From an optimization exercise on the open Yosys and OpenROAD flow, aimed at small area, a short achievable clock period and few clock cycles per item; shortcuts taken in it are not production practice. Function was checked by simulation only, so behaviour that the tests miss may differ from the original. No activity file was given, so power comes from the tool's default toggle rates.

==> design.v <==
module qpsk_mimo_modulator #(
    parameter int R_W = 16,
    parameter int Y_W = 20
) (
    input  logic              i_clk,
    input  logic              i_reset_n,
    input  logic              i_r_load,
    input  logic [20*R_W-1:0] i_r,
    input  logic              i_bit_vld,
    input  logic              i_bit,
    output logic              o_bit_rdy,
    output logic              o_vld,
    input  logic              i_rdy,
    output logic [8*Y_W-1:0]  o_y_hat,
    output logic              o_busy
);
    logic [9:0][15:0] ra, rb;
    logic [2:0]       p;           
    logic [2:0]       cnt;         
    logic [6:0]       col;         
    logic [7:0]       x;           
    logic             xv;          
    logic             win;         
    logic             fin;         
    logic             vld;
    logic             rdy;
    logic             busy;
    logic             p0;          
    logic       p7, act, acc, acc8, wr_lo;
    logic [7:3] wr_d;
    logic       xv_n, win_n, vld_n;
    logic [2:0] p_n, cnt_n;
    assign p7    = (p == 3'd7);
    assign act   = (p0 & xv) | win;
    assign acc   = i_bit_vld & rdy;
    assign acc8  = acc & (cnt == 3'd7);
    assign wr_lo = win & (p == 3'd2) & ~vld;
    always_comb
        for (int d = 3; d < 8; d++) wr_d[d] = win & (p == 3'(d));
    assign p_n   = i_r_load ? 3'd0 : p + 3'd1;
    assign cnt_n = acc ? cnt + 3'd1 : cnt;
    assign xv_n  = acc8 | (xv & ~(win & p7));
    assign win_n = act & ~p7 & ~((p == 3'd2) & vld);
    assign vld_n = fin | (vld & ~i_rdy);
    assign o_bit_rdy = rdy;
    assign o_vld     = vld;
    assign o_busy    = busy;
    always_ff @(posedge i_clk or negedge i_reset_n) begin
        if (!i_reset_n) begin
            p    <= '0;
            p0   <= 1'b1;
            cnt  <= '0;
            xv   <= 1'b0;
            win  <= 1'b0;
            fin  <= 1'b0;
            vld  <= 1'b0;
            rdy  <= 1'b1;
            busy <= 1'b0;
        end else begin
            p    <= p_n;
            p0   <= (p_n == 3'd0);
            cnt  <= cnt_n;
            xv   <= xv_n;
            win  <= win_n;
            fin  <= win & p7;
            vld  <= vld_n;
            busy <= xv_n | (win & p7) | vld_n;
            rdy  <= (cnt_n != 3'd7) | ~xv_n | (win_n & (p_n == 3'd7));
        end
    end
    always_ff @(posedge i_clk) begin
        if (i_r_load) begin
            for (int k = 0; k < 10; k++) begin
                ra[k] <= i_r[32*k +: 16] ^ 16'h8000;
                rb[k] <= i_r[32*k+16 +: 16] ^ 16'h8000;
            end
        end else begin
            for (int k = 0; k < 10; k++) begin
                ra[k] <= {ra[k][1:0], ra[k][15:2]};
                rb[k] <= {rb[k][1:0], rb[k][15:2]};
            end
        end
        if (acc) col <= {i_bit, col[6:1]};
        if (acc8) x <= {i_bit, col};
    end
    logic [7:0] g0_u0, g0_u1, g0_ng, g0_si, g0_st, g0_co;
    logic [1:0] g0_dig, g0_dq1, g0_dq2;
    logic [3:0] g0_top;
    logic [19:0] g0_y;
    logic g0_t1, g0_t2, g0_t3, g0_t4, g0_t5, g0_t6, g0_t7, g0_t8, g0_t9, g0_t10, g0_t11, g0_t12, g0_t13, g0_t14, g0_t15, g0_t16, g0_t17, g0_t18, g0_t19, g0_t20, g0_t21, g0_t22, g0_t23, g0_t24, g0_t25, g0_t26, g0_t27, g0_t28, g0_t29, g0_t30, g0_t31, g0_t32;
    logic g0_p1, g0_p2, g0_p3, g0_p4, g0_p5, g0_p6, g0_p7, g0_p8, g0_p9, g0_p10, g0_p11, g0_p12, g0_p13, g0_p14, g0_p15, g0_p16;
    assign g0_u0[0] = ra[0][0] ^ x[0];
    assign g0_u1[0] = ra[0][1] ^ x[0];
    assign g0_ng[0] = x[0];
    assign g0_u0[1] = rb[0][0] ^ ~x[1];
    assign g0_u1[1] = rb[0][1] ^ ~x[1];
    assign g0_ng[1] = ~x[1];
    assign g0_u0[2] = ra[1][0] ^ x[2];
    assign g0_u1[2] = ra[1][1] ^ x[2];
    assign g0_ng[2] = x[2];
    assign g0_u0[3] = rb[1][0] ^ ~x[3];
    assign g0_u1[3] = rb[1][1] ^ ~x[3];
    assign g0_ng[3] = ~x[3];
    assign g0_u0[4] = ra[3][0] ^ x[4];
    assign g0_u1[4] = ra[3][1] ^ x[4];
    assign g0_ng[4] = x[4];
    assign g0_u0[5] = rb[3][0] ^ ~x[5];
    assign g0_u1[5] = rb[3][1] ^ ~x[5];
    assign g0_ng[5] = ~x[5];
    assign g0_u0[6] = ra[6][0] ^ x[6];
    assign g0_u1[6] = ra[6][1] ^ x[6];
    assign g0_ng[6] = x[6];
    assign g0_u0[7] = rb[6][0] ^ ~x[7];
    assign g0_u1[7] = rb[6][1] ^ ~x[7];
    assign g0_ng[7] = ~x[7];
    assign g0_si = p0 ? g0_ng : g0_st;
    assign g0_dig = {g0_t31, g0_t15};
    assign g0_co = {g0_t32, g0_t30, g0_t28, g0_t26, g0_t24, g0_t22, g0_t20, g0_t18};
    assign g0_top = {g0_p15, g0_p13, g0_p11, g0_p7};
    assign {g0_t2, g0_t1} = {1'b0, g0_u0[0]} + {1'b0, g0_u0[1]} + {1'b0, g0_u0[2]};
    assign {g0_t4, g0_t3} = {1'b0, g0_u0[3]} + {1'b0, g0_u0[4]} + {1'b0, g0_u0[5]};
    assign {g0_t6, g0_t5} = {1'b0, g0_u0[6]} + {1'b0, g0_u0[7]} + {1'b0, g0_si[0]};
    assign {g0_t8, g0_t7} = {1'b0, g0_si[1]} + {1'b0, g0_si[2]} + {1'b0, g0_si[3]};
    assign {g0_t10, g0_t9} = {1'b0, g0_si[4]} + {1'b0, g0_si[5]} + {1'b0, g0_si[6]};
    assign {g0_t12, g0_t11} = {1'b0, g0_si[7]} + {1'b0, g0_t1} + {1'b0, g0_t3};
    assign {g0_t14, g0_t13} = {1'b0, g0_t5} + {1'b0, g0_t7} + {1'b0, g0_t9};
    assign {g0_t16, g0_t15} = {1'b0, g0_t11} + {1'b0, g0_t13};
    assign {g0_t18, g0_t17} = {1'b0, g0_u1[0]} + {1'b0, g0_u1[1]} + {1'b0, g0_u1[2]};
    assign {g0_t20, g0_t19} = {1'b0, g0_u1[3]} + {1'b0, g0_u1[4]} + {1'b0, g0_u1[5]};
    assign {g0_t22, g0_t21} = {1'b0, g0_u1[6]} + {1'b0, g0_u1[7]} + {1'b0, g0_t2};
    assign {g0_t24, g0_t23} = {1'b0, g0_t4} + {1'b0, g0_t6} + {1'b0, g0_t8};
    assign {g0_t26, g0_t25} = {1'b0, g0_t10} + {1'b0, g0_t17} + {1'b0, g0_t19};
    assign {g0_t28, g0_t27} = {1'b0, g0_t12} + {1'b0, g0_t14} + {1'b0, g0_t21};
    assign {g0_t30, g0_t29} = {1'b0, g0_t23} + {1'b0, g0_t25} + {1'b0, g0_t16};
    assign {g0_t32, g0_t31} = {1'b0, g0_t27} + {1'b0, g0_t29};
    assign {g0_p2, g0_p1} = {1'b0, g0_st[0]} + {1'b0, g0_st[1]} + {1'b0, g0_st[2]};
    assign {g0_p4, g0_p3} = {1'b0, g0_st[3]} + {1'b0, g0_st[4]} + {1'b0, g0_st[5]};
    assign {g0_p6, g0_p5} = {1'b0, g0_st[6]} + {1'b0, g0_st[7]} + {1'b0, g0_p1};
    assign {g0_p8, g0_p7} = {1'b0, g0_p3} + {1'b0, g0_p5};
    assign {g0_p10, g0_p9} = {1'b0, g0_p2} + {1'b0, g0_p4} + {1'b0, g0_p6};
    assign {g0_p12, g0_p11} = {1'b0, g0_p8} + {1'b0, g0_p9};
    assign {g0_p14, g0_p13} = {1'b0, 1'b1} + {1'b0, g0_p10} + {1'b0, g0_p12};
    assign {g0_p16, g0_p15} = {1'b0, 1'b1} + {1'b0, g0_p14};
    always_ff @(posedge i_clk) begin
        g0_st  <= g0_co;
        g0_dq1 <= g0_dig;
        g0_dq2 <= g0_dq1;
        if (wr_lo) g0_y[5:0] <= {g0_dig, g0_dq1, g0_dq2};
        if (wr_d[3]) g0_y[7:6]   <= g0_dig;
        if (wr_d[4]) g0_y[9:8]   <= g0_dig;
        if (wr_d[5]) g0_y[11:10] <= g0_dig;
        if (wr_d[6]) g0_y[13:12] <= g0_dig;
        if (wr_d[7]) g0_y[15:14] <= g0_dig;
        if (fin) g0_y[19:16] <= g0_top;
    end
    assign o_y_hat[0 +: 20] = g0_y;
    logic [7:0] g1_u0, g1_u1, g1_ng, g1_si, g1_st, g1_co;
    logic [1:0] g1_dig, g1_dq1, g1_dq2;
    logic [3:0] g1_top;
    logic [19:0] g1_y;
    logic g1_t1, g1_t2, g1_t3, g1_t4, g1_t5, g1_t6, g1_t7, g1_t8, g1_t9, g1_t10, g1_t11, g1_t12, g1_t13, g1_t14, g1_t15, g1_t16, g1_t17, g1_t18, g1_t19, g1_t20, g1_t21, g1_t22, g1_t23, g1_t24, g1_t25, g1_t26, g1_t27, g1_t28, g1_t29, g1_t30, g1_t31, g1_t32;
    logic g1_p1, g1_p2, g1_p3, g1_p4, g1_p5, g1_p6, g1_p7, g1_p8, g1_p9, g1_p10, g1_p11, g1_p12, g1_p13, g1_p14, g1_p15, g1_p16;
    assign g1_u0[0] = rb[0][0] ^ x[0];
    assign g1_u1[0] = rb[0][1] ^ x[0];
    assign g1_ng[0] = x[0];
    assign g1_u0[1] = ra[0][0] ^ x[1];
    assign g1_u1[1] = ra[0][1] ^ x[1];
    assign g1_ng[1] = x[1];
    assign g1_u0[2] = rb[1][0] ^ x[2];
    assign g1_u1[2] = rb[1][1] ^ x[2];
    assign g1_ng[2] = x[2];
    assign g1_u0[3] = ra[1][0] ^ x[3];
    assign g1_u1[3] = ra[1][1] ^ x[3];
    assign g1_ng[3] = x[3];
    assign g1_u0[4] = rb[3][0] ^ x[4];
    assign g1_u1[4] = rb[3][1] ^ x[4];
    assign g1_ng[4] = x[4];
    assign g1_u0[5] = ra[3][0] ^ x[5];
    assign g1_u1[5] = ra[3][1] ^ x[5];
    assign g1_ng[5] = x[5];
    assign g1_u0[6] = rb[6][0] ^ x[6];
    assign g1_u1[6] = rb[6][1] ^ x[6];
    assign g1_ng[6] = x[6];
    assign g1_u0[7] = ra[6][0] ^ x[7];
    assign g1_u1[7] = ra[6][1] ^ x[7];
    assign g1_ng[7] = x[7];
    assign g1_si = p0 ? g1_ng : g1_st;
    assign g1_dig = {g1_t31, g1_t15};
    assign g1_co = {g1_t32, g1_t30, g1_t28, g1_t26, g1_t24, g1_t22, g1_t20, g1_t18};
    assign g1_top = {g1_p15, g1_p13, g1_p11, g1_p7};
    assign {g1_t2, g1_t1} = {1'b0, g1_u0[0]} + {1'b0, g1_u0[1]} + {1'b0, g1_u0[2]};
    assign {g1_t4, g1_t3} = {1'b0, g1_u0[3]} + {1'b0, g1_u0[4]} + {1'b0, g1_u0[5]};
    assign {g1_t6, g1_t5} = {1'b0, g1_u0[6]} + {1'b0, g1_u0[7]} + {1'b0, g1_si[0]};
    assign {g1_t8, g1_t7} = {1'b0, g1_si[1]} + {1'b0, g1_si[2]} + {1'b0, g1_si[3]};
    assign {g1_t10, g1_t9} = {1'b0, g1_si[4]} + {1'b0, g1_si[5]} + {1'b0, g1_si[6]};
    assign {g1_t12, g1_t11} = {1'b0, g1_si[7]} + {1'b0, g1_t1} + {1'b0, g1_t3};
    assign {g1_t14, g1_t13} = {1'b0, g1_t5} + {1'b0, g1_t7} + {1'b0, g1_t9};
    assign {g1_t16, g1_t15} = {1'b0, g1_t11} + {1'b0, g1_t13};
    assign {g1_t18, g1_t17} = {1'b0, g1_u1[0]} + {1'b0, g1_u1[1]} + {1'b0, g1_u1[2]};
    assign {g1_t20, g1_t19} = {1'b0, g1_u1[3]} + {1'b0, g1_u1[4]} + {1'b0, g1_u1[5]};
    assign {g1_t22, g1_t21} = {1'b0, g1_u1[6]} + {1'b0, g1_u1[7]} + {1'b0, g1_t2};
    assign {g1_t24, g1_t23} = {1'b0, g1_t4} + {1'b0, g1_t6} + {1'b0, g1_t8};
    assign {g1_t26, g1_t25} = {1'b0, g1_t10} + {1'b0, g1_t17} + {1'b0, g1_t19};
    assign {g1_t28, g1_t27} = {1'b0, g1_t12} + {1'b0, g1_t14} + {1'b0, g1_t21};
    assign {g1_t30, g1_t29} = {1'b0, g1_t23} + {1'b0, g1_t25} + {1'b0, g1_t16};
    assign {g1_t32, g1_t31} = {1'b0, g1_t27} + {1'b0, g1_t29};
    assign {g1_p2, g1_p1} = {1'b0, g1_st[0]} + {1'b0, g1_st[1]} + {1'b0, g1_st[2]};
    assign {g1_p4, g1_p3} = {1'b0, g1_st[3]} + {1'b0, g1_st[4]} + {1'b0, g1_st[5]};
    assign {g1_p6, g1_p5} = {1'b0, g1_st[6]} + {1'b0, g1_st[7]} + {1'b0, g1_p1};
    assign {g1_p8, g1_p7} = {1'b0, g1_p3} + {1'b0, g1_p5};
    assign {g1_p10, g1_p9} = {1'b0, g1_p2} + {1'b0, g1_p4} + {1'b0, g1_p6};
    assign {g1_p12, g1_p11} = {1'b0, g1_p8} + {1'b0, g1_p9};
    assign {g1_p14, g1_p13} = {1'b0, 1'b1} + {1'b0, g1_p10} + {1'b0, g1_p12};
    assign {g1_p16, g1_p15} = {1'b0, 1'b1} + {1'b0, g1_p14};
    always_ff @(posedge i_clk) begin
        g1_st  <= g1_co;
        g1_dq1 <= g1_dig;
        g1_dq2 <= g1_dq1;
        if (wr_lo) g1_y[5:0] <= {g1_dig, g1_dq1, g1_dq2};
        if (wr_d[3]) g1_y[7:6]   <= g1_dig;
        if (wr_d[4]) g1_y[9:8]   <= g1_dig;
        if (wr_d[5]) g1_y[11:10] <= g1_dig;
        if (wr_d[6]) g1_y[13:12] <= g1_dig;
        if (wr_d[7]) g1_y[15:14] <= g1_dig;
        if (fin) g1_y[19:16] <= g1_top;
    end
    assign o_y_hat[20 +: 20] = g1_y;
    logic [5:0] g2_u0, g2_u1, g2_ng, g2_si, g2_st, g2_co;
    logic [1:0] g2_dig, g2_dq1, g2_dq2;
    logic [3:0] g2_top;
    logic [19:0] g2_y;
    logic g2_t1, g2_t2, g2_t3, g2_t4, g2_t5, g2_t6, g2_t7, g2_t8, g2_t9, g2_t10, g2_t11, g2_t12, g2_t13, g2_t14, g2_t15, g2_t16, g2_t17, g2_t18, g2_t19, g2_t20, g2_t21, g2_t22, g2_t23, g2_t24;
    logic g2_p1, g2_p2, g2_p3, g2_p4, g2_p5, g2_p6, g2_p7, g2_p8, g2_p9, g2_p10, g2_p11, g2_p12;
    assign g2_u0[0] = ra[2][0] ^ x[2];
    assign g2_u1[0] = ra[2][1] ^ x[2];
    assign g2_ng[0] = x[2];
    assign g2_u0[1] = rb[2][0] ^ ~x[3];
    assign g2_u1[1] = rb[2][1] ^ ~x[3];
    assign g2_ng[1] = ~x[3];
    assign g2_u0[2] = ra[4][0] ^ x[4];
    assign g2_u1[2] = ra[4][1] ^ x[4];
    assign g2_ng[2] = x[4];
    assign g2_u0[3] = rb[4][0] ^ ~x[5];
    assign g2_u1[3] = rb[4][1] ^ ~x[5];
    assign g2_ng[3] = ~x[5];
    assign g2_u0[4] = ra[7][0] ^ x[6];
    assign g2_u1[4] = ra[7][1] ^ x[6];
    assign g2_ng[4] = x[6];
    assign g2_u0[5] = rb[7][0] ^ ~x[7];
    assign g2_u1[5] = rb[7][1] ^ ~x[7];
    assign g2_ng[5] = ~x[7];
    assign g2_si = p0 ? g2_ng : g2_st;
    assign g2_dig = {g2_t23, g2_t11};
    assign g2_co = {g2_t24, g2_t22, g2_t20, g2_t18, g2_t16, g2_t14};
    assign g2_top = {g2_p11, g2_p9, g2_p7, g2_p5};
    assign {g2_t2, g2_t1} = {1'b0, g2_u0[0]} + {1'b0, g2_u0[1]} + {1'b0, g2_u0[2]};
    assign {g2_t4, g2_t3} = {1'b0, g2_u0[3]} + {1'b0, g2_u0[4]} + {1'b0, g2_u0[5]};
    assign {g2_t6, g2_t5} = {1'b0, g2_si[0]} + {1'b0, g2_si[1]} + {1'b0, g2_si[2]};
    assign {g2_t8, g2_t7} = {1'b0, g2_si[3]} + {1'b0, g2_si[4]} + {1'b0, g2_si[5]};
    assign {g2_t10, g2_t9} = {1'b0, g2_t1} + {1'b0, g2_t3} + {1'b0, g2_t5};
    assign {g2_t12, g2_t11} = {1'b0, g2_t7} + {1'b0, g2_t9};
    assign {g2_t14, g2_t13} = {1'b0, g2_u1[0]} + {1'b0, g2_u1[1]} + {1'b0, g2_u1[2]};
    assign {g2_t16, g2_t15} = {1'b0, g2_u1[3]} + {1'b0, g2_u1[4]} + {1'b0, g2_u1[5]};
    assign {g2_t18, g2_t17} = {1'b0, g2_t2} + {1'b0, g2_t4} + {1'b0, g2_t6};
    assign {g2_t20, g2_t19} = {1'b0, g2_t8} + {1'b0, g2_t13} + {1'b0, g2_t15};
    assign {g2_t22, g2_t21} = {1'b0, g2_t10} + {1'b0, g2_t17} + {1'b0, g2_t19};
    assign {g2_t24, g2_t23} = {1'b0, g2_t12} + {1'b0, g2_t21};
    assign {g2_p2, g2_p1} = {1'b0, g2_st[0]} + {1'b0, g2_st[1]} + {1'b0, g2_st[2]};
    assign {g2_p4, g2_p3} = {1'b0, g2_st[3]} + {1'b0, g2_st[4]} + {1'b0, g2_st[5]};
    assign {g2_p6, g2_p5} = {1'b0, 1'b1} + {1'b0, g2_p1} + {1'b0, g2_p3};
    assign {g2_p8, g2_p7} = {1'b0, g2_p2} + {1'b0, g2_p4} + {1'b0, g2_p6};
    assign {g2_p10, g2_p9} = {1'b0, 1'b1} + {1'b0, g2_p8};
    assign {g2_p12, g2_p11} = {1'b0, 1'b1} + {1'b0, g2_p10};
    always_ff @(posedge i_clk) begin
        g2_st  <= g2_co;
        g2_dq1 <= g2_dig;
        g2_dq2 <= g2_dq1;
        if (wr_lo) g2_y[5:0] <= {g2_dig, g2_dq1, g2_dq2};
        if (wr_d[3]) g2_y[7:6]   <= g2_dig;
        if (wr_d[4]) g2_y[9:8]   <= g2_dig;
        if (wr_d[5]) g2_y[11:10] <= g2_dig;
        if (wr_d[6]) g2_y[13:12] <= g2_dig;
        if (wr_d[7]) g2_y[15:14] <= g2_dig;
        if (fin) g2_y[19:16] <= g2_top;
    end
    assign o_y_hat[40 +: 20] = g2_y;
    logic [5:0] g3_u0, g3_u1, g3_ng, g3_si, g3_st, g3_co;
    logic [1:0] g3_dig, g3_dq1, g3_dq2;
    logic [3:0] g3_top;
    logic [19:0] g3_y;
    logic g3_t1, g3_t2, g3_t3, g3_t4, g3_t5, g3_t6, g3_t7, g3_t8, g3_t9, g3_t10, g3_t11, g3_t12, g3_t13, g3_t14, g3_t15, g3_t16, g3_t17, g3_t18, g3_t19, g3_t20, g3_t21, g3_t22, g3_t23, g3_t24;
    logic g3_p1, g3_p2, g3_p3, g3_p4, g3_p5, g3_p6, g3_p7, g3_p8, g3_p9, g3_p10, g3_p11, g3_p12;
    assign g3_u0[0] = rb[2][0] ^ x[2];
    assign g3_u1[0] = rb[2][1] ^ x[2];
    assign g3_ng[0] = x[2];
    assign g3_u0[1] = ra[2][0] ^ x[3];
    assign g3_u1[1] = ra[2][1] ^ x[3];
    assign g3_ng[1] = x[3];
    assign g3_u0[2] = rb[4][0] ^ x[4];
    assign g3_u1[2] = rb[4][1] ^ x[4];
    assign g3_ng[2] = x[4];
    assign g3_u0[3] = ra[4][0] ^ x[5];
    assign g3_u1[3] = ra[4][1] ^ x[5];
    assign g3_ng[3] = x[5];
    assign g3_u0[4] = rb[7][0] ^ x[6];
    assign g3_u1[4] = rb[7][1] ^ x[6];
    assign g3_ng[4] = x[6];
    assign g3_u0[5] = ra[7][0] ^ x[7];
    assign g3_u1[5] = ra[7][1] ^ x[7];
    assign g3_ng[5] = x[7];
    assign g3_si = p0 ? g3_ng : g3_st;
    assign g3_dig = {g3_t23, g3_t11};
    assign g3_co = {g3_t24, g3_t22, g3_t20, g3_t18, g3_t16, g3_t14};
    assign g3_top = {g3_p11, g3_p9, g3_p7, g3_p5};
    assign {g3_t2, g3_t1} = {1'b0, g3_u0[0]} + {1'b0, g3_u0[1]} + {1'b0, g3_u0[2]};
    assign {g3_t4, g3_t3} = {1'b0, g3_u0[3]} + {1'b0, g3_u0[4]} + {1'b0, g3_u0[5]};
    assign {g3_t6, g3_t5} = {1'b0, g3_si[0]} + {1'b0, g3_si[1]} + {1'b0, g3_si[2]};
    assign {g3_t8, g3_t7} = {1'b0, g3_si[3]} + {1'b0, g3_si[4]} + {1'b0, g3_si[5]};
    assign {g3_t10, g3_t9} = {1'b0, g3_t1} + {1'b0, g3_t3} + {1'b0, g3_t5};
    assign {g3_t12, g3_t11} = {1'b0, g3_t7} + {1'b0, g3_t9};
    assign {g3_t14, g3_t13} = {1'b0, g3_u1[0]} + {1'b0, g3_u1[1]} + {1'b0, g3_u1[2]};
    assign {g3_t16, g3_t15} = {1'b0, g3_u1[3]} + {1'b0, g3_u1[4]} + {1'b0, g3_u1[5]};
    assign {g3_t18, g3_t17} = {1'b0, g3_t2} + {1'b0, g3_t4} + {1'b0, g3_t6};
    assign {g3_t20, g3_t19} = {1'b0, g3_t8} + {1'b0, g3_t13} + {1'b0, g3_t15};
    assign {g3_t22, g3_t21} = {1'b0, g3_t10} + {1'b0, g3_t17} + {1'b0, g3_t19};
    assign {g3_t24, g3_t23} = {1'b0, g3_t12} + {1'b0, g3_t21};
    assign {g3_p2, g3_p1} = {1'b0, g3_st[0]} + {1'b0, g3_st[1]} + {1'b0, g3_st[2]};
    assign {g3_p4, g3_p3} = {1'b0, g3_st[3]} + {1'b0, g3_st[4]} + {1'b0, g3_st[5]};
    assign {g3_p6, g3_p5} = {1'b0, 1'b1} + {1'b0, g3_p1} + {1'b0, g3_p3};
    assign {g3_p8, g3_p7} = {1'b0, g3_p2} + {1'b0, g3_p4} + {1'b0, g3_p6};
    assign {g3_p10, g3_p9} = {1'b0, 1'b1} + {1'b0, g3_p8};
    assign {g3_p12, g3_p11} = {1'b0, 1'b1} + {1'b0, g3_p10};
    always_ff @(posedge i_clk) begin
        g3_st  <= g3_co;
        g3_dq1 <= g3_dig;
        g3_dq2 <= g3_dq1;
        if (wr_lo) g3_y[5:0] <= {g3_dig, g3_dq1, g3_dq2};
        if (wr_d[3]) g3_y[7:6]   <= g3_dig;
        if (wr_d[4]) g3_y[9:8]   <= g3_dig;
        if (wr_d[5]) g3_y[11:10] <= g3_dig;
        if (wr_d[6]) g3_y[13:12] <= g3_dig;
        if (wr_d[7]) g3_y[15:14] <= g3_dig;
        if (fin) g3_y[19:16] <= g3_top;
    end
    assign o_y_hat[60 +: 20] = g3_y;
    logic [3:0] g4_u0, g4_u1, g4_ng, g4_si, g4_st, g4_co;
    logic [1:0] g4_dig, g4_dq1, g4_dq2;
    logic [3:0] g4_top;
    logic [19:0] g4_y;
    logic g4_t1, g4_t2, g4_t3, g4_t4, g4_t5, g4_t6, g4_t7, g4_t8, g4_t9, g4_t10, g4_t11, g4_t12, g4_t13, g4_t14, g4_t15, g4_t16;
    logic g4_p1, g4_p2, g4_p3, g4_p4, g4_p5, g4_p6, g4_p7, g4_p8, g4_p9, g4_p10;
    assign g4_u0[0] = ra[5][0] ^ x[4];
    assign g4_u1[0] = ra[5][1] ^ x[4];
    assign g4_ng[0] = x[4];
    assign g4_u0[1] = rb[5][0] ^ ~x[5];
    assign g4_u1[1] = rb[5][1] ^ ~x[5];
    assign g4_ng[1] = ~x[5];
    assign g4_u0[2] = ra[8][0] ^ x[6];
    assign g4_u1[2] = ra[8][1] ^ x[6];
    assign g4_ng[2] = x[6];
    assign g4_u0[3] = rb[8][0] ^ ~x[7];
    assign g4_u1[3] = rb[8][1] ^ ~x[7];
    assign g4_ng[3] = ~x[7];
    assign g4_si = p0 ? g4_ng : g4_st;
    assign g4_dig = {g4_t15, g4_t7};
    assign g4_co = {g4_t16, g4_t14, g4_t12, g4_t10};
    assign g4_top = {g4_p9, g4_p7, g4_p5, g4_p3};
    assign {g4_t2, g4_t1} = {1'b0, g4_u0[0]} + {1'b0, g4_u0[1]} + {1'b0, g4_u0[2]};
    assign {g4_t4, g4_t3} = {1'b0, g4_u0[3]} + {1'b0, g4_si[0]} + {1'b0, g4_si[1]};
    assign {g4_t6, g4_t5} = {1'b0, g4_si[2]} + {1'b0, g4_si[3]} + {1'b0, g4_t1};
    assign {g4_t8, g4_t7} = {1'b0, g4_t3} + {1'b0, g4_t5};
    assign {g4_t10, g4_t9} = {1'b0, g4_u1[0]} + {1'b0, g4_u1[1]} + {1'b0, g4_u1[2]};
    assign {g4_t12, g4_t11} = {1'b0, g4_u1[3]} + {1'b0, g4_t2} + {1'b0, g4_t4};
    assign {g4_t14, g4_t13} = {1'b0, g4_t9} + {1'b0, g4_t6} + {1'b0, g4_t11};
    assign {g4_t16, g4_t15} = {1'b0, g4_t8} + {1'b0, g4_t13};
    assign {g4_p2, g4_p1} = {1'b0, g4_st[0]} + {1'b0, g4_st[1]} + {1'b0, g4_st[2]};
    assign {g4_p4, g4_p3} = {1'b0, g4_st[3]} + {1'b0, g4_p1};
    assign {g4_p6, g4_p5} = {1'b0, 1'b1} + {1'b0, g4_p2} + {1'b0, g4_p4};
    assign {g4_p8, g4_p7} = {1'b0, 1'b1} + {1'b0, g4_p6};
    assign {g4_p10, g4_p9} = {1'b0, 1'b1} + {1'b0, g4_p8};
    always_ff @(posedge i_clk) begin
        g4_st  <= g4_co;
        g4_dq1 <= g4_dig;
        g4_dq2 <= g4_dq1;
        if (wr_lo) g4_y[5:0] <= {g4_dig, g4_dq1, g4_dq2};
        if (wr_d[3]) g4_y[7:6]   <= g4_dig;
        if (wr_d[4]) g4_y[9:8]   <= g4_dig;
        if (wr_d[5]) g4_y[11:10] <= g4_dig;
        if (wr_d[6]) g4_y[13:12] <= g4_dig;
        if (wr_d[7]) g4_y[15:14] <= g4_dig;
        if (fin) g4_y[19:16] <= g4_top;
    end
    assign o_y_hat[80 +: 20] = g4_y;
    logic [3:0] g5_u0, g5_u1, g5_ng, g5_si, g5_st, g5_co;
    logic [1:0] g5_dig, g5_dq1, g5_dq2;
    logic [3:0] g5_top;
    logic [19:0] g5_y;
    logic g5_t1, g5_t2, g5_t3, g5_t4, g5_t5, g5_t6, g5_t7, g5_t8, g5_t9, g5_t10, g5_t11, g5_t12, g5_t13, g5_t14, g5_t15, g5_t16;
    logic g5_p1, g5_p2, g5_p3, g5_p4, g5_p5, g5_p6, g5_p7, g5_p8, g5_p9, g5_p10;
    assign g5_u0[0] = rb[5][0] ^ x[4];
    assign g5_u1[0] = rb[5][1] ^ x[4];
    assign g5_ng[0] = x[4];
    assign g5_u0[1] = ra[5][0] ^ x[5];
    assign g5_u1[1] = ra[5][1] ^ x[5];
    assign g5_ng[1] = x[5];
    assign g5_u0[2] = rb[8][0] ^ x[6];
    assign g5_u1[2] = rb[8][1] ^ x[6];
    assign g5_ng[2] = x[6];
    assign g5_u0[3] = ra[8][0] ^ x[7];
    assign g5_u1[3] = ra[8][1] ^ x[7];
    assign g5_ng[3] = x[7];
    assign g5_si = p0 ? g5_ng : g5_st;
    assign g5_dig = {g5_t15, g5_t7};
    assign g5_co = {g5_t16, g5_t14, g5_t12, g5_t10};
    assign g5_top = {g5_p9, g5_p7, g5_p5, g5_p3};
    assign {g5_t2, g5_t1} = {1'b0, g5_u0[0]} + {1'b0, g5_u0[1]} + {1'b0, g5_u0[2]};
    assign {g5_t4, g5_t3} = {1'b0, g5_u0[3]} + {1'b0, g5_si[0]} + {1'b0, g5_si[1]};
    assign {g5_t6, g5_t5} = {1'b0, g5_si[2]} + {1'b0, g5_si[3]} + {1'b0, g5_t1};
    assign {g5_t8, g5_t7} = {1'b0, g5_t3} + {1'b0, g5_t5};
    assign {g5_t10, g5_t9} = {1'b0, g5_u1[0]} + {1'b0, g5_u1[1]} + {1'b0, g5_u1[2]};
    assign {g5_t12, g5_t11} = {1'b0, g5_u1[3]} + {1'b0, g5_t2} + {1'b0, g5_t4};
    assign {g5_t14, g5_t13} = {1'b0, g5_t9} + {1'b0, g5_t6} + {1'b0, g5_t11};
    assign {g5_t16, g5_t15} = {1'b0, g5_t8} + {1'b0, g5_t13};
    assign {g5_p2, g5_p1} = {1'b0, g5_st[0]} + {1'b0, g5_st[1]} + {1'b0, g5_st[2]};
    assign {g5_p4, g5_p3} = {1'b0, g5_st[3]} + {1'b0, g5_p1};
    assign {g5_p6, g5_p5} = {1'b0, 1'b1} + {1'b0, g5_p2} + {1'b0, g5_p4};
    assign {g5_p8, g5_p7} = {1'b0, 1'b1} + {1'b0, g5_p6};
    assign {g5_p10, g5_p9} = {1'b0, 1'b1} + {1'b0, g5_p8};
    always_ff @(posedge i_clk) begin
        g5_st  <= g5_co;
        g5_dq1 <= g5_dig;
        g5_dq2 <= g5_dq1;
        if (wr_lo) g5_y[5:0] <= {g5_dig, g5_dq1, g5_dq2};
        if (wr_d[3]) g5_y[7:6]   <= g5_dig;
        if (wr_d[4]) g5_y[9:8]   <= g5_dig;
        if (wr_d[5]) g5_y[11:10] <= g5_dig;
        if (wr_d[6]) g5_y[13:12] <= g5_dig;
        if (wr_d[7]) g5_y[15:14] <= g5_dig;
        if (fin) g5_y[19:16] <= g5_top;
    end
    assign o_y_hat[100 +: 20] = g5_y;
    logic [1:0] g6_u0, g6_u1, g6_ng, g6_si, g6_st, g6_co;
    logic [1:0] g6_dig, g6_dq1, g6_dq2;
    logic [3:0] g6_top;
    logic [19:0] g6_y;
    logic g6_t1, g6_t2, g6_t3, g6_t4, g6_t5, g6_t6, g6_t7, g6_t8;
    logic g6_p1, g6_p2, g6_p3, g6_p4, g6_p5, g6_p6, g6_p7, g6_p8;
    assign g6_u0[0] = ra[9][0] ^ x[6];
    assign g6_u1[0] = ra[9][1] ^ x[6];
    assign g6_ng[0] = x[6];
    assign g6_u0[1] = rb[9][0] ^ ~x[7];
    assign g6_u1[1] = rb[9][1] ^ ~x[7];
    assign g6_ng[1] = ~x[7];
    assign g6_si = p0 ? g6_ng : g6_st;
    assign g6_dig = {g6_t7, g6_t3};
    assign g6_co = {g6_t8, g6_t6};
    assign g6_top = {g6_p7, g6_p5, g6_p3, g6_p1};
    assign {g6_t2, g6_t1} = {1'b0, g6_u0[0]} + {1'b0, g6_u0[1]} + {1'b0, g6_si[0]};
    assign {g6_t4, g6_t3} = {1'b0, g6_si[1]} + {1'b0, g6_t1};
    assign {g6_t6, g6_t5} = {1'b0, g6_u1[0]} + {1'b0, g6_u1[1]} + {1'b0, g6_t2};
    assign {g6_t8, g6_t7} = {1'b0, g6_t4} + {1'b0, g6_t5};
    assign {g6_p2, g6_p1} = {1'b0, g6_st[0]} + {1'b0, g6_st[1]} + {1'b0, 1'b1};
    assign {g6_p4, g6_p3} = {1'b0, 1'b1} + {1'b0, g6_p2};
    assign {g6_p6, g6_p5} = {1'b0, 1'b1} + {1'b0, g6_p4};
    assign {g6_p8, g6_p7} = {1'b0, 1'b1} + {1'b0, g6_p6};
    always_ff @(posedge i_clk) begin
        g6_st  <= g6_co;
        g6_dq1 <= g6_dig;
        g6_dq2 <= g6_dq1;
        if (wr_lo) g6_y[5:0] <= {g6_dig, g6_dq1, g6_dq2};
        if (wr_d[3]) g6_y[7:6]   <= g6_dig;
        if (wr_d[4]) g6_y[9:8]   <= g6_dig;
        if (wr_d[5]) g6_y[11:10] <= g6_dig;
        if (wr_d[6]) g6_y[13:12] <= g6_dig;
        if (wr_d[7]) g6_y[15:14] <= g6_dig;
        if (fin) g6_y[19:16] <= g6_top;
    end
    assign o_y_hat[120 +: 20] = g6_y;
    logic [1:0] g7_u0, g7_u1, g7_ng, g7_si, g7_st, g7_co;
    logic [1:0] g7_dig, g7_dq1, g7_dq2;
    logic [3:0] g7_top;
    logic [19:0] g7_y;
    logic g7_t1, g7_t2, g7_t3, g7_t4, g7_t5, g7_t6, g7_t7, g7_t8;
    logic g7_p1, g7_p2, g7_p3, g7_p4, g7_p5, g7_p6, g7_p7, g7_p8;
    assign g7_u0[0] = rb[9][0] ^ x[6];
    assign g7_u1[0] = rb[9][1] ^ x[6];
    assign g7_ng[0] = x[6];
    assign g7_u0[1] = ra[9][0] ^ x[7];
    assign g7_u1[1] = ra[9][1] ^ x[7];
    assign g7_ng[1] = x[7];
    assign g7_si = p0 ? g7_ng : g7_st;
    assign g7_dig = {g7_t7, g7_t3};
    assign g7_co = {g7_t8, g7_t6};
    assign g7_top = {g7_p7, g7_p5, g7_p3, g7_p1};
    assign {g7_t2, g7_t1} = {1'b0, g7_u0[0]} + {1'b0, g7_u0[1]} + {1'b0, g7_si[0]};
    assign {g7_t4, g7_t3} = {1'b0, g7_si[1]} + {1'b0, g7_t1};
    assign {g7_t6, g7_t5} = {1'b0, g7_u1[0]} + {1'b0, g7_u1[1]} + {1'b0, g7_t2};
    assign {g7_t8, g7_t7} = {1'b0, g7_t4} + {1'b0, g7_t5};
    assign {g7_p2, g7_p1} = {1'b0, g7_st[0]} + {1'b0, g7_st[1]} + {1'b0, 1'b1};
    assign {g7_p4, g7_p3} = {1'b0, 1'b1} + {1'b0, g7_p2};
    assign {g7_p6, g7_p5} = {1'b0, 1'b1} + {1'b0, g7_p4};
    assign {g7_p8, g7_p7} = {1'b0, 1'b1} + {1'b0, g7_p6};
    always_ff @(posedge i_clk) begin
        g7_st  <= g7_co;
        g7_dq1 <= g7_dig;
        g7_dq2 <= g7_dq1;
        if (wr_lo) g7_y[5:0] <= {g7_dig, g7_dq1, g7_dq2};
        if (wr_d[3]) g7_y[7:6]   <= g7_dig;
        if (wr_d[4]) g7_y[9:8]   <= g7_dig;
        if (wr_d[5]) g7_y[11:10] <= g7_dig;
        if (wr_d[6]) g7_y[13:12] <= g7_dig;
        if (wr_d[7]) g7_y[15:14] <= g7_dig;
        if (fin) g7_y[19:16] <= g7_top;
    end
    assign o_y_hat[140 +: 20] = g7_y;
endmodule
==> flow/run.sh <==
#!/bin/bash
# Standard ORFS layout (the standard.sh) with two changes to how it is built:
#  - ports are buffered with buf_1 cells instead of the resizer's default pick
#  - timing repair aims for 8.5 ns of setup slack beyond the SDC's (the SDC is unchanged)
export BUFFER_PORTS_ARGS="-buffer_cell sky130_fd_sc_hd__buf_1"
export SETUP_SLACK_MARGIN=8.5
bash standard.sh > standard.log 2>&1
==> standard.sh <==
#!/bin/bash
# synth_recipe.tcl (not shown) runs the flow's synth.tcl, then flattens the netlist and writes it again
# the make line also repeats each setting of config.mk as NAME=value (left out here)
make -C /OpenROAD-flow-scripts/flow DESIGN_CONFIG=/design/flow/config.mk WORK_HOME=/design/flow/orfs CLKGATE_MAP_FILE= SYNTH_SCRIPT=/design/flow/synth_recipe.tcl "${@:-finish}"
==> config.mk <==
export PLATFORM = sky130hd
export DESIGN_NAME = qpsk_mimo_modulator
export DESIGN_NICKNAME = qpsk_mimo_modulator
export VERILOG_FILES = /design/flow/design.v
export SDC_FILE = /design/flow/constraint.sdc
export NUM_CORES = 4
export LEC_CHECK = 0
export CAP_MARGIN = 50
export CORE_MARGIN = 2
export CORE_UTILIZATION = 60
export CTS_BUF_LIST = sky130_fd_sc_hd__clkbuf_16
export CTS_CLUSTER_DIAMETER = 100
export CTS_CLUSTER_SIZE = 25
export SLEW_MARGIN = 60
==> constraint.sdc <==
create_clock -name core_clock -period 12.0 [get_ports {i_clk}]
set_input_delay 2.4000 -clock core_clock [delete_from_list [all_inputs] [get_ports {i_clk}]]
set_output_delay 2.4000 -clock core_clock [all_outputs]
set_load 0.01 [all_outputs]
==> summary.md <==
| Metric | Value |
|---|---|
| Die Footprint | 36550 sq um |
| Outcome | no timing/DRC/antenna violations |
| Peak VDD IR | approximately 0.00030 V |
| Vias in the first global route | 11880 |
| Root buf cell | clkbuf_16 |
| Sequential share of the synthesized area | 62.74% |
| Net Sw Frac | 31.28% |
| Leak pwr | 9.906 nW |
| Top cells by area, synth | dfxtp_1 37%, edfxtp_1 24%, mux2_2 16% |
| Clock-pin transition on the worst setup and hold timing paths | 100 ps |
| Period Utilization, post-route | 30.19% |
| CTS tree | built |
| Initial antenna violation count | 10 |
| Crit-path leading delay family | flip-flops |
| Syn Nets | 1821 |
| Primary FF master, synth | dfxtp_1 |
| Cts bufs inserted | 26 |
| Clock Tree Buf Depth | 3 |
| Reg power frac | 50.5% |
| # hold bufs at CTS | 0 |
| Net switching power | 1.791 mW |
| Total grt overflow | 0 |
| FF+latch count, synth | 572 |
| Largest net degree at the start of global routing | 55 |
| Peak Freq | around 280 MHz |
| Cell Int Power | 3.935 mW |
| Worst setup EP type | output pin |
| Pwr/cell area | 233.9 nW/um^2 |
| Fillers | 2535 |
| Antenna-violating nets left | 0 |
| IO Count | 489 |
| Buf+Inv Stages, Crit Path | 1 |
| Final setup TNS | 0 ps |
| H-tree levels | 1 |
| Min cycle time layout | 3623 ps |
| Count leader, synth | dfxtp_1 |
| Rows | 68 |
| Nets | 2307 |
| Core footprint | 34540 sq um |
| Top post-synthesis cells by count | 392 x dfxtp_1, 301 x mux2_2, 167 x edfxtp_1 |
| Critical path's slowest cell | dfstp_2 |
| Clock Latency Late Sink | 580 ps |
| CP max stage delay | 550 ps |
| Final Max Tran Viols | 0 |
| GR Util All Layers | 23.96% |
| First-pass GRT wire length | 66.09 mm |
| EDFF count, synth | 167 |
| Worst rel slew slack | 67.50% |
| Setup ws final | 8377 ps |
| Initial core utilization | 60.86% |
| TritonRoute pass-1 iters | 6 |
| Combinational power share | 32.5% |
| Routed via count | 11670 |
| Mapped Cells | 1377 |
| Setup WS pre-CTS | 7608 ps |
| Starting DRT DRC Count | 568 |
| # clock sinks | ~570 |
| Worst Path Arrival | 1220 ps |
| Syn avg cell area | 15.27 sq um |
| Library cells used by synthesis | 33 |
| Actual slew at the worst max-slew pin | 487.5 ps |
| Die H | 191.2 microns |
| DRC Markers | 0 |
| Warnings from Yosys | 1 |
| Top-area cell type share of the netlist area | 37.33% |
| Asr flop ratio synth | approximately 2.3% |
| Avg WL per Cell | 18.95 microns |
| Max_cap viols | 0 |
| Placer congestion estimate | 0.7932 |
| IO buf count | 488 |
| CP Cell Sequence | buf_6 |
| Layout cells sized above 1 | 28.68% |
| Crit-path max FO | 2 |
| Final Skew | 20.93 ps |
| Setup crit start kind | register |
| P&R area growth vs syn | 16.44% |
| Chip Width | roughly 190 microns |
| Via-per-instance ratio | 5.004 |
| Hold Path Class | register to register |
| Worst hold slack | 352.2 ps |
| RSZ-0062 raised after global routing | true |
| WL final | 44.20 mm |
| Mapped cell area | between 20000 and 25000 sq um |
| Worst Path Required | around 9600 ps |
| Clock power frac | 17.0% |
| CP Class | register to output pin |
| Leading area contributor after synthesis | dfxtp_1 |
| Final hold vios | 0 |
| Setup-failing EPs final | 0 |
| Dpl hpwl | 33.20 mm |
cells by family (layout without fill, tap and decap cells):
logic type | Yosys count | in the layout | share of synthesized area (%)
xor gates and xnor gates | 81 | 81 | 3.374
adders and majority gates | 118 | 118 | 9.879
DFF | 572 | 572 | 62.74
other | 0 | 2 | 0
AOI/OAI and AO/OA | 57 | 57 | 1.619
and+or+nand+nor | 43 | 43 | 0.9641
muxes | 311 | 311 | 16.60
buffers and inverters | 195 | 694 | 4.827
flip-flops by register name, summed over array words and instances, names as in the netlist, 7 cells and up:
signal,count
col,7
g0_st,8
g0_y,20
g1_st,8
g1_y,20
g2_y,19
g3_y,19
g4_y,19
g5_y,19
g6_y,18
g7_y,18
ra,160
rb,160
x,8
cell usage in the layout, fill, tap and decap left out, types with 3 or more instances in the layout:
cell type    n
dfxtp_1    392
buf_1      346
mux2_2     301
edfxtp_1   167
inv_1      141
clkbuf_2   113
fa_1        80
xor2_1      45
xnor2_1     35
ha_1        35
clkbuf_16   29
a21oi_1     26
nor2_1      24
buf_2       21
buf_4       17
a21boi_0    13
buf_6       13
dfrtp_1      9
o21ai_0      7
mux2i_1      5
o21ai_2      4
buf_16       4
nand2_1      3
nand2_2      3
inv_2        3
mux2i_4      3
and3_2       3
power groups by stage:
stage	logic (mW)	clock network, mW	registers, mW
2_1_floorplan	1.09	0	2.91
3_3_place_gp	1.61	0	2.94
3_5_place_dp	1.71	0	2.94
4_1_cts	1.81	0.999	2.89
5_1_grt	2.16	1.07	2.92
6_report	1.86	0.972	2.89
layout make-up:
| type | instances | area (sq um) | share of cell area, % |
|---|---|---|---|
| Antenna cell | 2 | 5.005 | 0.02044 |
| Clock buffer | 27 | 675.6 | 2.760 |
| Clock inverter | 14 | 53.80 | 0.2198 |
| Inverter | 132 | 500.5 | 2.044 |
| Multi-Input combinational cell | 610 | 6955 | 28.41 |
| Sequential cell | 572 | 13200 | 53.91 |
| Tap cell | 455 | 569.3 | 2.325 |
| Timing Repair Buffer | 521 | 2522 | 10.30 |
per-layer routing:
layer / global-route usage, % / share of wire, %
met5: 0 / 0.24
met4: 5.473 / 2.4
met3: 7.821 / 8.7
met2: 41.32 / 49
met1: 29.31 / 40
path summary, 6_finish.rpt:
path	startpoint	endpoint	slack (ps)	cells past startpoint
max	rdy$_DFF_PN1_	o_bit_rdy	8380	1
min	g5_dq1[0]$_DFF_P_	g5_dq2[0]$_DFF_P_	350	0
max reg2reg	p0$_DFF_PN1_	g1_y[9]$_DFFE_PP_	8570	10
min reg2reg	g5_dq1[0]$_DFF_P_	g5_dq2[0]$_DFF_P_	350	0
max in group asynchronous	i_reset_n	rdy$_DFF_PN1_	10010	1
min in group asynchronous	i_reset_n	xv$_DFF_PN0_	1700	1
stage by stage:
| stage | instance area [sq um] | total power, mW | std cells | utilization, % |
|---|---|---|---|---|
| floorplan | 21040 | 4.000 | 1377 | - |
| global placement | 22960 | 4.554 | 2260 | 66.47 |
| detailed placement | 23150 | 4.649 | 2274 | 67.03 |
| CTS | 24160 | 5.702 | 2325 | 69.95 |
| global route | 24480 | 6.149 | 2331 | 70.86 |
| finish | 24480 | 5.726 | 2333 | 70.87 |
timing repair:
action | 4_1_cts | 5_1_grt
pin swaps | 1 | 8
setup buffers | 6 | 5
resized for setup | 48 | 145
setup endpoints to repair | 201 | 211
gates cloned | 4 | 1
Testbench counts, summed over its fixed seeds: cycles 4,448, items 512.

==> what the ideal ports hide <==
In the flow no input, the clock included, has a driving cell. The finished layout below was timed again as built, in two steps.
Step 1, drivers: a clkbuf_16 drives i_clk and a buf_2 each remaining input, both assumed.
Step 2 adds t to the input delays and takes it off the output delays; t is the mean of the earliest and latest rising clock arrival at the registers after step 1. Input paths then give back, and output paths get back, about the clock's delay inside the block.
Three values: no drivers, after step 1, after step 2; two values: the first two.
shift t [ns]: 0.621
setup WS [ns]: 8.377 / 8.324 / 7.934
slew at the worst register clock pin (ns): 0.11 / 0.11
After both steps setup and hold are still met in this run. The setup slack of this run moves by -0.053 ns with the drivers and by -0.443 ns with both steps.
